What follows belongs to an exercise in optimizing a design on an open flow for small area, a short achievable clock period and few clock cycles per item; a production flow would make more cautious choices.

==> v10: inputs <==
// peTop
module peTop (
	input wire clk,
	input wire rstN,
	input wire cmdValid,
	input wire [2:0] cmdOp,
	input wire [16-1:0] cmdData,
	output logic cmdReady,
	output logic outValid,
	output logic [16-1:0] outData,
	input wire outReady
);
Settings: LEC_CHECK=0, CAP_MARGIN=20, CORE_MARGIN=2, CORE_UTILIZATION=40, SLEW_MARGIN=20; clock period 9.0 ns.
run.sh (not shown) runs the stock make flow with config.mk's settings and CLKGATE_MAP_FILE= SYNTH_SCRIPT=/design/flow/synth_recipe.tcl, a recipe that flattens the netlist after the stock synthesis.
==> v31 (differences from v10) <==
--- a/flow/design.v
+++ b/flow/design.v
@@ -558,17 +558,21 @@
 	logic [7:0] bTwo2;
 	logic act3;
 	logic clr3;
 	logic [31:0] row0;
 	logic [31:0] row1;
 	logic [31:0] accS;
 	logic [31:0] accC;
+	logic accZ;
 	logic outVal;
 	logic outValidQ;
 	assign outValid = outValidQ;
+	logic [7:0] outLo;
+	logic outHi;
+	assign outData = {{8{outHi}}, outLo};
 	logic busy;
 	logic [3:0] cnt;
 	logic dNeg;
 	logic dClr;
 	logic [15:0] rem;
 	logic [15:0] dvs;
 	logic [7:0] quo;
@@ -616,24 +620,29 @@
 	wire bFlush = go1 && isCLR1;
 	always_ff @(posedge clk)
 	begin
 		if (bPush)
 			bmem[bWr] <= d1;
 	end
 	wire outFree = !outVal || outReady;
-	wire lastStep = busy && (cnt == 4'd9);
-	wire waitOut = busy && (cnt == 4'd10);
+	wire lastStep = busy && (cnt == 4'd8);
+	wire waitOut = busy && (cnt == 4'd9);
 	wire divFinish = waitOut && outFree;
+	logic capPend;
+	logic capClr;
+	wire capReq = act3 || capPend;
+	wire capNow = capReq && (!busy || (waitOut && !outVal));
+	wire capPendN = capReq && !capNow;
 	logic busyN;
 	logic [3:0] cntN;
 	always_comb
 	begin
 		busyN = busy;
 		cntN = cnt;
-		if (act3)
+		if (capNow)
 		begin
 			busyN = 1'b1;
 			cntN = '0;
 		end
 		else if (busy)
 		begin
 			if (divFinish)
@@ -643,21 +652,25 @@
 		end
 	end
 	wire outValidN = divFinish || (outVal && !outReady);
 	wire rDone = lastStep && dClr;
 	wire headIsRN = bFlush ? 1'b1 : (bPop ? 1'b0 : headIsR);
 	wire rValidN = bFlush ? 1'b0 : (rDone ? 1'b1 : rValid);
 	wire act2N = go1 && isAct1;
-	wire actOkN = !act2N && !act2 && (!busyN || (((cntN == 4'd9) || (cntN == 4'd10)) && !outValidN));
+	wire sumWaitN = capPendN || act2N || act2;
+	wire divSoonN = !busyN || (((cntN == 4'd7) || (cntN == 4'd8) || (cntN == 4'd9)) && !outValidN);
+	wire actOkN = !sumWaitN;
+	wire macOkN = !sumWaitN || divSoonN;
 	wire pendRN = headIsRN && !rValidN;
 	wire acceptNow = cmdValid && !stall;
 	wire v1N = stall ? v1 : acceptNow;
 	wire [2:0] op1N = stall ? op1 : cmdOp;
 	wire stallN = v1N && (
 		(((op1N == ACT) || (op1N == ACTCLR)) && !actOkN) ||
+		(((op1N == MA) || (op1N == MAB) || (op1N == BIAS)) && !macOkN) ||
 		(((op1N == MAB) || (op1N == ACTCLR)) && pendRN));
 	logic rdyQ;
 	assign cmdReady = rdyQ;
 	always_ff @(posedge clk or negedge rstN)
 	begin
 		if (!rstN)
 		begin
@@ -723,19 +736,22 @@
 	boothRows mulU (
 		.a(a2), .bNeg(bNeg2), .bOne(bOne2), .bTwo(bTwo2),
 		.row0(prodRow0), .row1(prodRow1)
 	);
 	wire [31:0] accSNext;
 	wire [31:0] accCNext;
 	csaAcc accU (
-		.row0(row0), .row1(row1), .sIn(accS), .cIn(accC),
+		.row0(row0), .row1(row1),
+		.sIn((capNow || accZ) ? 32'd0 : accS), .cIn((capNow || accZ) ? 32'd0 : accC),
 		.sOut(accSNext), .cOut(accCNext)
 	);
 	always_ff @(posedge clk)
 	begin
+		accS <= accSNext;
+		accC <= accCNext;
 		bNeg2 <= bNeg;
 		bOne2 <= bOne;
 		bTwo2 <= bTwo;
 		row0 <= prodRow0;
 		row1 <= prodRow1;
 	end
 	always_ff @(posedge clk or negedge rstN)
@@ -743,65 +759,73 @@
 		if (!rstN)
 		begin
 			act2 <= 1'b0;
 			clr2 <= 1'b0;
 			act3 <= 1'b0;
 			clr3 <= 1'b0;
 			a2 <= '0;
-			accS <= '0;
-			accC <= '0;
+			accZ <= 1'b1;
+			capPend <= 1'b0;
 		end
 		else
 		begin
 			act2 <= act2N;
 			clr2 <= isCLR1;
 			act3 <= act2;
 			clr3 <= clr2;
 			a2 <= opA;
-			accS <= act3 ? 32'd0 : accSNext;
-			accC <= act3 ? 32'd0 : accCNext;
+			accZ <= 1'b0;
+			capPend <= capPendN;
 		end
 	end
 	wire [31:0] acc = accS + accC;
 	wire ovf = !((&dvs[15:7]) || !(|dvs[15:7]));
 	wire [15:0] xSat = ovf ? (dvs[15] ? 16'h8000 : 16'h7fff) : {dvs[7:0], rem[15:8]};
-	wire [15:0] mag = dNeg ? -rem : rem;
+	wire xNeg = xSat[15];
+	wire q7 = xNeg ? (!(&xSat[15:8]) || (xSat[7:0] == 8'd0)) : (|xSat[15:8]);
+	wire [15:0] mag = rem + {15'd0, dNeg};
 	wire [17:0] trial = {1'b0, rem, 1'b0} - {2'b0, dvs};
 	wire qBit = !trial[17];
 	wire [7:0] quoStep = {quo[6:0], qBit};
 	wire [15:0] yFin = dNeg ? -{8'd0, quo} : {8'd0, quo};
 	always_ff @(posedge clk)
 	begin
 		if (act3)
+			capClr <= clr3;
+		if (capNow)
 		begin
 			{dvs, rem} <= acc;
-			dClr <= clr3;
+			dClr <= act3 ? clr3 : capClr;
 		end
 		else if (busy && (cnt == 4'd0))
 		begin
-			rem <= xSat;
-			dNeg <= xSat[15];
+			rem <= xSat ^ {16{xNeg}};
+			dNeg <= xNeg;
+			quo <= {7'd0, q7};
 		end
 		else if (busy && (cnt == 4'd1))
 		begin
-			rem <= mag;
+			rem <= quo[0] ? {mag[15:8] - 8'd1, mag[7:0]} : {mag[14:0], 1'b0};
 			dvs <= mag + 16'd256;
 		end
 		else if (busy && !waitOut)
 		begin
 			rem <= qBit ? trial[15:0] : {rem[14:0], 1'b0};
 			quo <= quoStep;
 		end
 		if (rDone)
 		begin
 			rQ <= quoStep;
 			rNeg <= dNeg;
 		end
 		if (divFinish)
-			outData <= yFin;
+		begin
+			outLo <= yFin[7:0];
+			outHi <= yFin[15];
+		end
 	end
 	always_ff @(posedge clk or negedge rstN)
 	begin
 		if (!rstN)
 		begin
 			busy <= 1'b0;
 			cnt <= '0;
==> flow/flow/run.sh (new file) <==
#!/bin/bash
set -euo pipefail
MARGIN=$(cat flow/margin.txt)
bash standard.sh synth > synth.log 2>&1
bash standard.sh SETUP_SLACK_MARGIN="$MARGIN" finish > layout.log 2>&1
==> flow/flow/margin.txt (new file) <==
5.8
==> flow/standard.sh (new file) <==
#!/bin/bash
# synth_recipe.tcl (not shown) runs the flow's synth.tcl, then flattens the netlist and writes it again
# the make line also repeats each setting of config.mk as NAME=value (left out here)
make -C /OpenROAD-flow-scripts/flow DESIGN_CONFIG=/design/flow/config.mk WORK_HOME=/design/flow/orfs CLKGATE_MAP_FILE= SYNTH_SCRIPT=/design/flow/synth_recipe.tcl "${@:-finish}"
removed: flow/run.sh
==> metrics.md <==
| Metric | Value |
|---|---|
| Area Overhead vs Synth | 12.3% |
| FF-to-FF End | bCnt[2]$_DFF_PN0_ |
| Flop2flop setup slack | 5.39 ns |
| Non-clock buffers | 79 |
| Drt first-iter violations | 1668 |
| Clk sink count | 668 |
| Buffering overhead | 1.83% |
| Die W | 294 microns |
| TAP cells | 1080 |
| Initial antenna violation count | 0 |
| Cell with the most instances on the worst path | inv_1 |
| Critical path's slowest cell | nor4_1 |
| Final core utilization | 45.2% |
| Reg area | 18600 sq um |
| Die height | 294 microns |
| Met1 usage | 23.5% |
| RSZ-0062 raised after global routing | no |
| DR WL met2 | 37100 microns |
| CORE AREA | 83300 sq um |
| Status | complete, no violations |
| F_max | 277 MHz |
# the run above: v10

==> metrics.md <==
| Metric | Value |
|---|---|
| Status | complete, no violations |
| Buffering overhead | 2.92% |
| RSZ-0062 raised after global routing | yes |
| Port-buffer cells | 40 |
| Clk sink count | 665 |
| Busiest grt layer | met2 |
| Die height | 295 microns |
| Flop2flop setup slack | 5.80 ns |
| Drt first-iter violations | 1722 |
| Area Overhead vs Synth | 13.5% |
| Reg area | 18300 sq um |
| TAP cells | 1134 |
| Non-clock buffers | 132 |
| Vias in the first global route | 21.3k |
| Final Cell Area | 38500 sq um |
| Commonest non-fill, non-tap cell in the layout | edfxtp_1 |
| Worst-skew pair later-pin latency | 0.65 ns |
| Critical path's slowest cell | edfxtp_1 |
| Initial antenna violation count | 1 |
| Hold Path Sink | clr3$_DFF_PN0_ |
# the run above: v31

Function was not checked in any run of this note: the RTL went through the layout flow alone.

[separate check: timing with driven ports]
Ports are ideal in the flow. The routed layouts listed here were re-timed in OpenROAD.
Step 1, drivers: a clkbuf_16 drives clk and a buf_2 each remaining input, both assumed.
Step 2 also shifts input and output timing later by t, the mid clock arrival at the registers, as if the neighbouring blocks saw the same clock.
Slacks: ideal ports / drivers / drivers and shift; pairs: ideal ports / drivers.
| run | t, ns | slack for setup (ns) | worst setup path after step 2 | pins driven straight from the clock port |
|---|---|---|---|---|
| v10 | 0.699 | 5.392 / 5.392 / 4.881 | input to register | 1 |
| v31 | 0.689 | 5.781 / 5.718 / 5.324 | input to register | 1 |
After both steps every run listed still meets setup and hold. For v10, which loses most, drivers alone change the setup slack by 0.000 ns; drivers and shift together by -0.511 ns.
